Background: an optimization exercise with open tools, aiming at small area, a short achievable clock period and few clock cycles per item. Do not read the settings as production practice.
The RTL was checked by simulation tests, not by an equivalence proof against the original design.
Power is estimated from default activity; no workload was simulated.

**run.sh**
```bash
#!/bin/bash
# synth_recipe.tcl (not shown) runs the flow's synth.tcl, then flattens the netlist and writes it again
# the make line also repeats each setting of config.mk as NAME=value (left out here)
make -C /OpenROAD-flow-scripts/flow DESIGN_CONFIG=/design/flow/config.mk WORK_HOME=/design/flow/orfs CLKGATE_MAP_FILE= SYNTH_SCRIPT=/design/flow/synth_recipe.tcl finish
```
**config.mk**
```make
export PLATFORM = sky130hd
export DESIGN_NAME = ansi_escape_sgr_parser
export DESIGN_NICKNAME = ansi_escape_sgr_parser
export VERILOG_FILES = /design/flow/design.v
export SDC_FILE = /design/flow/constraint.sdc
export NUM_CORES = 4
export LEC_CHECK = 0
export CAP_MARGIN = 20
export CORE_MARGIN = 2
export CORE_UTILIZATION = 40
export SLEW_MARGIN = 20
```
**constraint.sdc**
```tcl
create_clock -name core_clock -period 5.0 [get_ports {aclk}]
set_input_delay 1.0000 -clock core_clock [delete_from_list [all_inputs] [get_ports {aclk}]]
set_output_delay 1.0000 -clock core_clock [all_outputs]
set_load 0.01 [all_outputs]
```
**design.v**
```verilog
package asgr_pkg;
    localparam logic [7:0] CHAR_BEL  = 8'h07;
    localparam logic [7:0] CHAR_LF   = 8'h0A;
    localparam logic [7:0] CHAR_CR   = 8'h0D;
    localparam logic [7:0] CHAR_ESC  = 8'h1B;
    localparam logic [7:0] CHAR_SEMI = 8'h3B;
    localparam logic [7:0] CHAR_LBRK = 8'h5B;
    localparam logic [7:0] CHAR_RBRK = 8'h5D;
    localparam logic [7:0] CHAR_SGR  = 8'h6D;   
    localparam logic [1:0] KIND_TEXT  = 2'd0;
    localparam logic [1:0] KIND_ERASE = 2'd1;
    localparam logic [1:0] KIND_STYLE = 2'd2;
    localparam int CFG_IDX_W  = 3;
    localparam int CFG_DATA_W = 24;
    localparam logic [51:0] RESET_STYLE = {24'hCCCCCC, 24'h000000, 2'd0, 1'b0, 1'b0};
endpackage
import asgr_pkg::*;
module ansi_escape_sgr_parser #(
    parameter int QD     = 3,    
    parameter bit POPFWD = 0     
) (
    input  logic                  aclk,
    input  logic                  aresetn,
    input  logic                  cfg_wr_en,
    input  logic [CFG_IDX_W-1:0]  cfg_index,
    input  logic [CFG_DATA_W-1:0] cfg_wr_data,
    input  logic                  s_valid,
    output logic                  s_ready,
    input  logic [7:0]            s_byte_in,
    output logic                  m_valid,
    input  logic                  m_ready,
    output logic [1:0]            m_result_kind,
    output logic [7:0]            m_char_code,
    output logic [23:0]           m_text_rgb,
    output logic [23:0]           m_back_rgb,
    output logic [1:0]            m_weight,
    output logic                  m_italic,
    output logic                  m_underline,
    output logic                  m_last
);
    logic [23:0] dflt_text, dflt_back;
    logic [1:0]  dflt_w;
    logic        dflt_i, dflt_u;
    always_ff @(posedge aclk) begin
        if (!aresetn) begin
            {dflt_text, dflt_back, dflt_w, dflt_i, dflt_u} <= RESET_STYLE;
        end else if (cfg_wr_en) begin
            case (cfg_index)
                3'd0: dflt_text <= cfg_wr_data[23:0];
                3'd1: dflt_back <= cfg_wr_data[23:0];
                3'd2: dflt_w    <= cfg_wr_data[1:0];
                3'd3: dflt_i    <= cfg_wr_data[0];
                3'd4: dflt_u    <= cfg_wr_data[0];
                default: ;
            endcase
        end
    end
    function automatic logic [23:0] palette(input logic [3:0] idx);
        logic [23:0] c;
        case (idx)
            4'd0:  c = 24'h010101;
            4'd1:  c = 24'hDE382B;
            4'd2:  c = 24'h39B54A;
            4'd3:  c = 24'hFFC706;
            4'd4:  c = 24'h006FB8;
            4'd5:  c = 24'h762671;
            4'd6:  c = 24'h2CB5E9;
            4'd7:  c = 24'hCCCCCC;
            4'd8:  c = 24'h808080;
            4'd9:  c = 24'hFF0000;
            4'd10: c = 24'h00FF00;
            4'd11: c = 24'hFFFF00;
            4'd12: c = 24'h0000FF;
            4'd13: c = 24'hFF00FF;
            4'd14: c = 24'h00FFFF;
            default: c = 24'hFFFFFF;
        endcase
        palette = c;
    endfunction
    logic [7:0] ib;
    logic       ib_m;
    assign ib   = s_byte_in;
    assign ib_m = (s_byte_in == CHAR_SGR);
    logic m_nrm, m_cr, m_esc, m_osc, m_csi;    
    logic lf;
    logic c_emp, c_zero, c_one, c_two, c_three, c_four, c_nine, c_ten, c_fg, c_bg;
    logic [3:0] c_idx;
    logic [23:0] pend_text, pend_back, cur_text, cur_back;
    logic [1:0]  pend_w, cur_w;
    logic        pend_i, pend_u, cur_i, cur_u;
    logic [QD-1:0] qv;
    logic [1:0]    qk [QD];
    logic          qp [QD];          
    logic [7:0]    qc [QD];
    logic ok_nopop, ok_pop, deq, proc;
    assign deq      = qv[0] & m_ready & ~qp[0];
    assign ok_nopop = m_esc | m_osc | (m_csi & ~qv[0]) |
                      ((m_nrm | m_cr) & ~qv[QD-1]);
    generate
        if (POPFWD) begin : g_pf
            if (QD > 1) begin : g_d
                assign ok_pop = deq & ((m_csi & ~qv[1]) | m_nrm | m_cr);
            end else begin : g_s
                assign ok_pop = deq & (m_csi | m_nrm | m_cr);
            end
        end else begin : g_npf
            assign ok_pop = 1'b0;
        end
    endgenerate
    assign s_ready = ok_nopop | ok_pop;
    assign proc    = s_valid & s_ready;
    logic is_lf, is_cr, is_esc, is_lbrk, is_rbrk, is_bel, is_semi, is_digit, is_final;
    assign is_lf    = (ib == CHAR_LF);
    assign is_cr    = (ib == CHAR_CR);
    assign is_esc   = (ib == CHAR_ESC);
    assign is_lbrk  = (ib == CHAR_LBRK);
    assign is_rbrk  = (ib == CHAR_RBRK);
    assign is_bel   = (ib == CHAR_BEL);
    assign is_semi  = (ib == CHAR_SEMI);
    assign is_digit = (ib[7:4] == 4'h3) && (ib[3:0] <= 4'd9);
    assign is_final = (ib >= 8'h41 && ib <= 8'h48) || ib == 8'h4A || ib == 8'h4B ||
                      ib == 8'h53 || ib == 8'h54 || ib == 8'h66 || ib == 8'h69 ||
                      ib == 8'h6E || ib == 8'h75 || ib == 8'h73;
    logic [23:0] tok_text, tok_back;
    logic [1:0]  tok_w;
    logic        tok_i, tok_u;
    logic [23:0] pal;
    assign pal      = palette(c_idx);
    assign tok_text = c_zero ? dflt_text : c_fg ? pal : pend_text;
    assign tok_back = c_zero ? dflt_back : c_bg ? pal : pend_back;
    assign tok_w    = c_zero ? dflt_w : c_one ? 2'd1 : c_two ? 2'd2 : pend_w;
    assign tok_i    = c_zero ? dflt_i : (c_three | pend_i);
    assign tok_u    = c_zero ? dflt_u : (c_four | pend_u);
    logic       push;
    logic [1:0] push_k;
    logic       push_p;
    logic [7:0] push_c;
    logic n_nrm, n_cr, n_esc, n_osc, n_csi, n_lf;
    logic ld_pend_dflt, ld_pend_tok, ld_cur, cls_clr, cls_dig, cls_bad;
    always_comb begin
        n_nrm = m_nrm; n_cr = m_cr; n_esc = m_esc; n_osc = m_osc; n_csi = m_csi;
        n_lf  = lf;
        push  = 1'b0; push_k = KIND_TEXT; push_p = 1'b0; push_c = ib;
        ld_pend_dflt = 1'b0; ld_pend_tok = 1'b0; ld_cur = 1'b0;
        cls_clr = 1'b0; cls_dig = 1'b0; cls_bad = 1'b0;
        if (m_nrm) begin
            if (is_esc) begin
                n_lf = 1'b0; n_nrm = 1'b0; n_esc = 1'b1;
            end else if (is_cr) begin
                n_nrm = 1'b0; n_cr = 1'b1;
            end else begin
                push = 1'b1;
                if (is_lf) n_lf = 1'b1;
            end
        end
        if (m_cr) begin
            n_cr = 1'b0; n_nrm = 1'b1;
            push = 1'b1;
            if (is_lf) begin
                push_p = 1'b1; n_lf = 1'b1;
            end else if (lf) begin
                push_k = KIND_ERASE; push_p = 1'b1;
            end else begin
                push_k = KIND_ERASE; push_c = 8'd0;
            end
        end
        if (m_esc) begin
            if (is_lbrk) begin
                n_esc = 1'b0; n_csi = 1'b1; ld_pend_dflt = 1'b1; cls_clr = 1'b1;
            end else if (is_rbrk) begin
                n_esc = 1'b0; n_osc = 1'b1;
            end
        end
        if (m_osc) begin
            if (is_bel) begin
                n_osc = 1'b0; n_nrm = 1'b1;
            end
        end
        if (m_csi) begin
            if (is_final) begin
                n_csi = 1'b0; n_nrm = 1'b1;
            end else if (ib_m) begin
                n_csi = 1'b0; n_nrm = 1'b1; ld_cur = 1'b1;
                push = 1'b1; push_k = KIND_STYLE; push_c = 8'd0;
            end else if (is_semi) begin
                ld_pend_tok = 1'b1; cls_clr = 1'b1;
            end else if (is_digit) begin
                cls_dig = 1'b1;
            end else begin
                cls_bad = 1'b1;
            end
        end
    end
    always_ff @(posedge aclk) begin
        if (!aresetn) begin
            m_nrm <= 1'b1; m_cr <= 1'b0; m_esc <= 1'b0; m_osc <= 1'b0; m_csi <= 1'b0;
            lf    <= 1'b0;
            {cur_text, cur_back, cur_w, cur_i, cur_u} <= RESET_STYLE;
        end else if (proc) begin
            m_nrm <= n_nrm; m_cr <= n_cr; m_esc <= n_esc; m_osc <= n_osc; m_csi <= n_csi;
            lf    <= n_lf;
            if (ld_cur) begin
                cur_text <= tok_text; cur_back <= tok_back;
                cur_w <= tok_w; cur_i <= tok_i; cur_u <= tok_u;
            end
        end
    end
    always_ff @(posedge aclk) begin
        if (proc) begin
            if (ld_pend_dflt) begin
                pend_text <= dflt_text; pend_back <= dflt_back;
                pend_w <= dflt_w; pend_i <= dflt_i; pend_u <= dflt_u;
            end else if (ld_pend_tok) begin
                pend_text <= tok_text; pend_back <= tok_back;
                pend_w <= tok_w; pend_i <= tok_i; pend_u <= tok_u;
            end
            if (cls_clr) begin
                {c_emp, c_zero, c_one, c_two, c_three, c_four, c_nine, c_ten, c_fg, c_bg}
                    <= 10'b10_0000_0000;
            end else if (cls_bad) begin
                {c_emp, c_zero, c_one, c_two, c_three, c_four, c_nine, c_ten, c_fg, c_bg}
                    <= 10'b0;
            end else if (cls_dig) begin
                c_emp   <= 1'b0;
                c_zero  <= (c_emp | c_zero) & (ib[3:0] == 4'd0);
                c_one   <= (c_emp | c_zero) & (ib[3:0] == 4'd1);
                c_two   <= (c_emp | c_zero) & (ib[3:0] == 4'd2);
                c_three <= (c_emp | c_zero) & (ib[3:0] == 4'd3);
                c_four  <= (c_emp | c_zero) & (ib[3:0] == 4'd4);
                c_nine  <= (c_emp | c_zero) & (ib[3:0] == 4'd9);
                c_ten   <= c_one & (ib[3:0] == 4'd0);
                c_fg    <= (c_three | c_nine) & ~ib[3];
                c_bg    <= (c_four | c_ten) & ~ib[3];
                c_idx   <= {c_nine | c_ten, ib[2:0]};
            end
        end
    end
    logic          pop;
    logic          dopush;
    logic [QD:0]   va;             
    assign pop    = qv[0] & m_ready;
    assign dopush = proc & push;
    always_comb begin
        for (int i = 0; i <= QD; i++) begin
            if (i == QD)          va[i] = 1'b0;
            else if (deq)         va[i] = (i + 1 < QD) ? qv[(i + 1) % QD] : 1'b0;
            else                  va[i] = qv[i];
        end
    end
    always_ff @(posedge aclk) begin
        if (!aresetn) begin
            qv <= '0;
        end else begin
            for (int i = 0; i < QD; i++) begin
                qv[i] <= va[i] | (dopush & ~va[i] & (i == 0 || va[(i + QD - 1) % QD]));
            end
        end
    end
    always_ff @(posedge aclk) begin
        for (int i = 0; i < QD; i++) begin
            if (dopush & ~va[i] & (i == 0 || va[(i + QD - 1) % QD])) begin
                qk[i] <= push_k; qp[i] <= push_p; qc[i] <= push_c;
            end else if (deq) begin
                if (i + 1 < QD) begin
                    qk[i] <= qk[(i + 1) % QD]; qp[i] <= qp[(i + 1) % QD]; qc[i] <= qc[(i + 1) % QD];
                end
            end else if (i == 0 && pop) begin
                qk[i] <= KIND_TEXT; qp[i] <= 1'b0;
            end
        end
    end
    logic f0d;
    assign f0d           = (qk[0] == KIND_TEXT);
    assign m_valid       = qv[0];
    assign m_result_kind = qk[0];
    assign m_char_code   = qp[0] ? {4'b0, f0d, f0d, 1'b0, f0d} : qc[0];
    assign m_last        = ~qp[0];
    assign m_text_rgb    = cur_text;
    assign m_back_rgb    = cur_back;
    assign m_weight      = cur_w;
    assign m_italic      = cur_i;
    assign m_underline   = cur_u;
endmodule
```
==> run summary <==
[worst max-delay path, cell delays in order]
cell and delay, ps:
clkdlybuf4s50_1 710, and4bb_2 330, and3_1 550, nand3_1 240, and2_0 360, ha_1 430
a21o_1 210, a311o_1 330
[kinds of logic (layout without fill, tap and decap cells)]
kind of cell               Yosys count  after routing  synth area share [%]
buffers and inverters              103            191                  3.87
adders and majority gates            8              8                 0.912
xor gates and xnor gates             1              1                0.0798
and+or+nand+nor                    452            452                  18.9
AOI/OAI and AO/OA                  298            298                  16.6
muxes                               80             80                  7.54
DFF                                236            236                  52.1
[worst min-delay path by stage]
stage	slack (ps)	start	end
2_1_floorplan	450	dflt_back[0]	dflt_back[0]
3_3_place_gp	440	cur_w[1]	cur_w[1]
3_5_place_dp	450	cur_w[0]	cur_w[0]
4_1_cts	460	cur_w[1]	cur_w[1]
5_1_grt	480	cur_w[0]	cur_w[0]
6_report	450	cur_w[1]	cur_w[1]
[flip-flops by register name (all words and copies together), names as in the netlist, 3 cells and up]
name / flops
qv: 3
dflt_back: 24
cur_back: 24
c_idx: 4
pend_back: 24
qp: 3
qc: 24
pend_text: 24
cur_text: 24
pal: 24
qk: 6
dflt_text: 24
[layout make-up]
class | count | area (µm²) | area share (%)
flip-flops and latches | 236 | 5720 | 43.5
multi-input cells | 839 | 4850 | 36.9
repair buffers | 122 | 1180 | 9.01
clock buffers | 38 | 778 | 5.92
well taps | 341 | 427 | 3.25
clock inverters | 10 | 103 | 0.781
inverters | 21 | 78.8 | 0.600
[per-layer routing]
metal | GRT usage (%) | wire length [µm] | up-vias
met2 | 31.8 | 13100 | 209
met3 | 2.87 | 1190 | 47
met5 | 0 | 0 | -
met4 | 5.80 | 807 | 0
li1 | - | - | 4271
met1 | 27.9 | 13700 | 4031
[synthesized netlist by cell type, drive strengths merged (3+ instances only)]
cell type	number
nand2b	7
a21oi	121
o221ai	3
o31ai	3
a211oi	6
inv	19
nor2	122
a2bb2oi	3
or2	3
clkbuf	53
nand3	33
mux2i	59
nor3	7
a31oi	8
o21ai	76
o211ai	15
nand4	8
ha	8
dfxtp	137
o21a	39
o41ai	3
nand2	181
and3	4
edfxtp	99
nor2b	14
buf	29
and2	53
mux2	21
[report_power, final]
part / internal, W / switching (W) / total [W] / leakage (nW)
Combinational: 0.000104 / 0.000131 / 0.000235 / 2.38
Clock: 0.00118 / 0.000774 / 0.00195 / 0.428
Sequential: 0.00203 / 0.0000168 / 0.00205 / 2.02
[through the flow]
stage / hold WS [ps] / total power, W / util (%) / area, µm²
after floorplan: 450 / 0.00222 / - / 11000
after global placement: 443 / 0.00232 / 45.5 / 12300
after detailed placement: 448 / 0.00233 / 45.5 / 12300
after CTS: 459 / 0.00428 / 48.7 / 13100
after global routing: 480 / 0.00440 / 48.8 / 13100
final: 455 / 0.00424 / 48.8 / 13100
==> summary.txt <==
Status = complete, no violations
Die Wd = 170 µm
Final Hold Vio Count = 0
HP Class = flip-flop to flip-flop
Power per standard cell area = 323 mW/mm²
Post-Layout Cell Count = 1607
Async S/R FF share, synth = 0%
First-pass GRT wire length = 45300 µm
Filler cell count in the final layout = 2555
Num ports = 105
Die Ht = 170 µm
Via count = 8558
Post-route setup TNS = 0 ps
Initial DRC Count = 671
Syn Area/Cell = 9.31 µm²
Layout Nets = 1294
Post-synthesis cell count = 1178
Detail Route Antenna Nets = 0
Worst Skew = 15.1 ps
DIE AREA = 0.0288 mm²
Dpl cells = 1559
CP Capture Type = flip-flop
CP Max Fanout = 15
Root Driver = clkbuf_16
Final count of negative-setup-slack endpoints = 0
Worst reg2reg path endpoint = pal[21]
Vias in the first global route = 8107
Hold Buf Count CTS = 0
Fmax = 266 MHz
Max IR drop VDD = 307 µV
Warning count from the yosys run = 4
Antenna cells = 0
Leak pwr = 4.83 nW
Sequential share of the synthesized area = 52.1%
Flops & latches, synth = 236
Critical path arrival = 4160 ps
Wire length after detailed routing = 28800 µm
Clock transition at the registers of the reported paths = 60 ps
Largest net degree at the start of global routing = 106
Worst r2r path cells = 7
Routability cong. = 0.841
Area Growth Syn to Fin = 19.8%
CTS tree = yes
Slew headroom = 29.0%
Synth Net Count = 1226
Wire per inst = 17.9 µm
Pre-CTS WS = 809 ps
Worst r2r src = qv[0]
All-Layer GR Usage = 19.8%
CTS buffer count = 26
Startpoint types = input pin
Port bufs = 104
RSZ-0062 raised after global routing = false
Overflow after GRT = 0
Post-route DRC = 0
Setup CP Type = input pin to flip-flop
Pins over their slew limit = 0
Fin crit share = 75.3%
Core box area = 0.0270 mm²
Reg2reg setup slack = 2040 ps
Clock Sinks = 236
Commonest non-fill, non-tap cell in the layout = nand2_1
Crit path from = s_byte_in[5]
Number of flops mapped to enable cells by yosys = 99
Setup Fix Bufs, Post-CTS = 0
Share of layout cells above drive strength 1 = 8.21%
Post-route minimum period = 3760 ps
FP Rows = 60
Worst Path Required = 5400 ps
PostCTS Resize Cnt = 0
H-tree levels = 1
Drt first pass iters = 5
Distinct cell type count after synthesis = 72
Top cell type's share of synthesized area = 27.1%
Max-cap check violation count = 0
Most common flop cell mapped by yosys = dfxtp_1
Via density = 5.33
Post-DP HPWL = 19100 µm
Maximum buffer depth of the clock tree = 3
Area contributors post-synth = edfxtp_1 (27%), dfxtp_1 (25%), nand2_1 (6.2%)
Most frequent cells in the layout = nand2_1 (179), dfxtp_1 (137), nor2_1 (121)
Final WS setup = 1240 ps
Clk Latency, worst-skew pair = 530 ps
Cell area after synthesis = 0.0110 mm²
Number of antenna violations at the first check in global routing = 0
Worst-Margin Slew = 1070 ps
Initial core utilization = 40.7%
Setup crit end = pal[21]
Leading area contributor after synthesis = edfxtp_1
Min-Delay Path Depth = 2
Testbench counts, summed over its fixed seeds: cycles 25,307, items 24,000.

==> static timing again, ports no longer ideal <==
How much do the figures lean on ideal ports? The routed layout below was timed once more, with nothing changed but the port constraints.
Step 1 sets driving cells, clkbuf_16 on the clock port and buf_2 on the other inputs (assumed; they add their load-dependent delay and slew).
Step 2 times the ports against the registers' clock, not the clock port: input delays grow and output delays shrink by t, the midpoint of the rising clock arrivals with the driver on.
Slacks: no drivers / after step 1 / after step 2; pairs: no drivers / after step 1.
t (ns): 0.569
setup slack, ns: 1.236 / 1.258 / 0.689
latest minus earliest clock arrival (ns): 0.017 / 0.017
slew at the worst register clock pin (ns): 0.06 / 0.06
After both steps this run still meets setup and hold. The setup slack of this run moves by +0.022 ns with the drivers and by -0.547 ns with both steps.
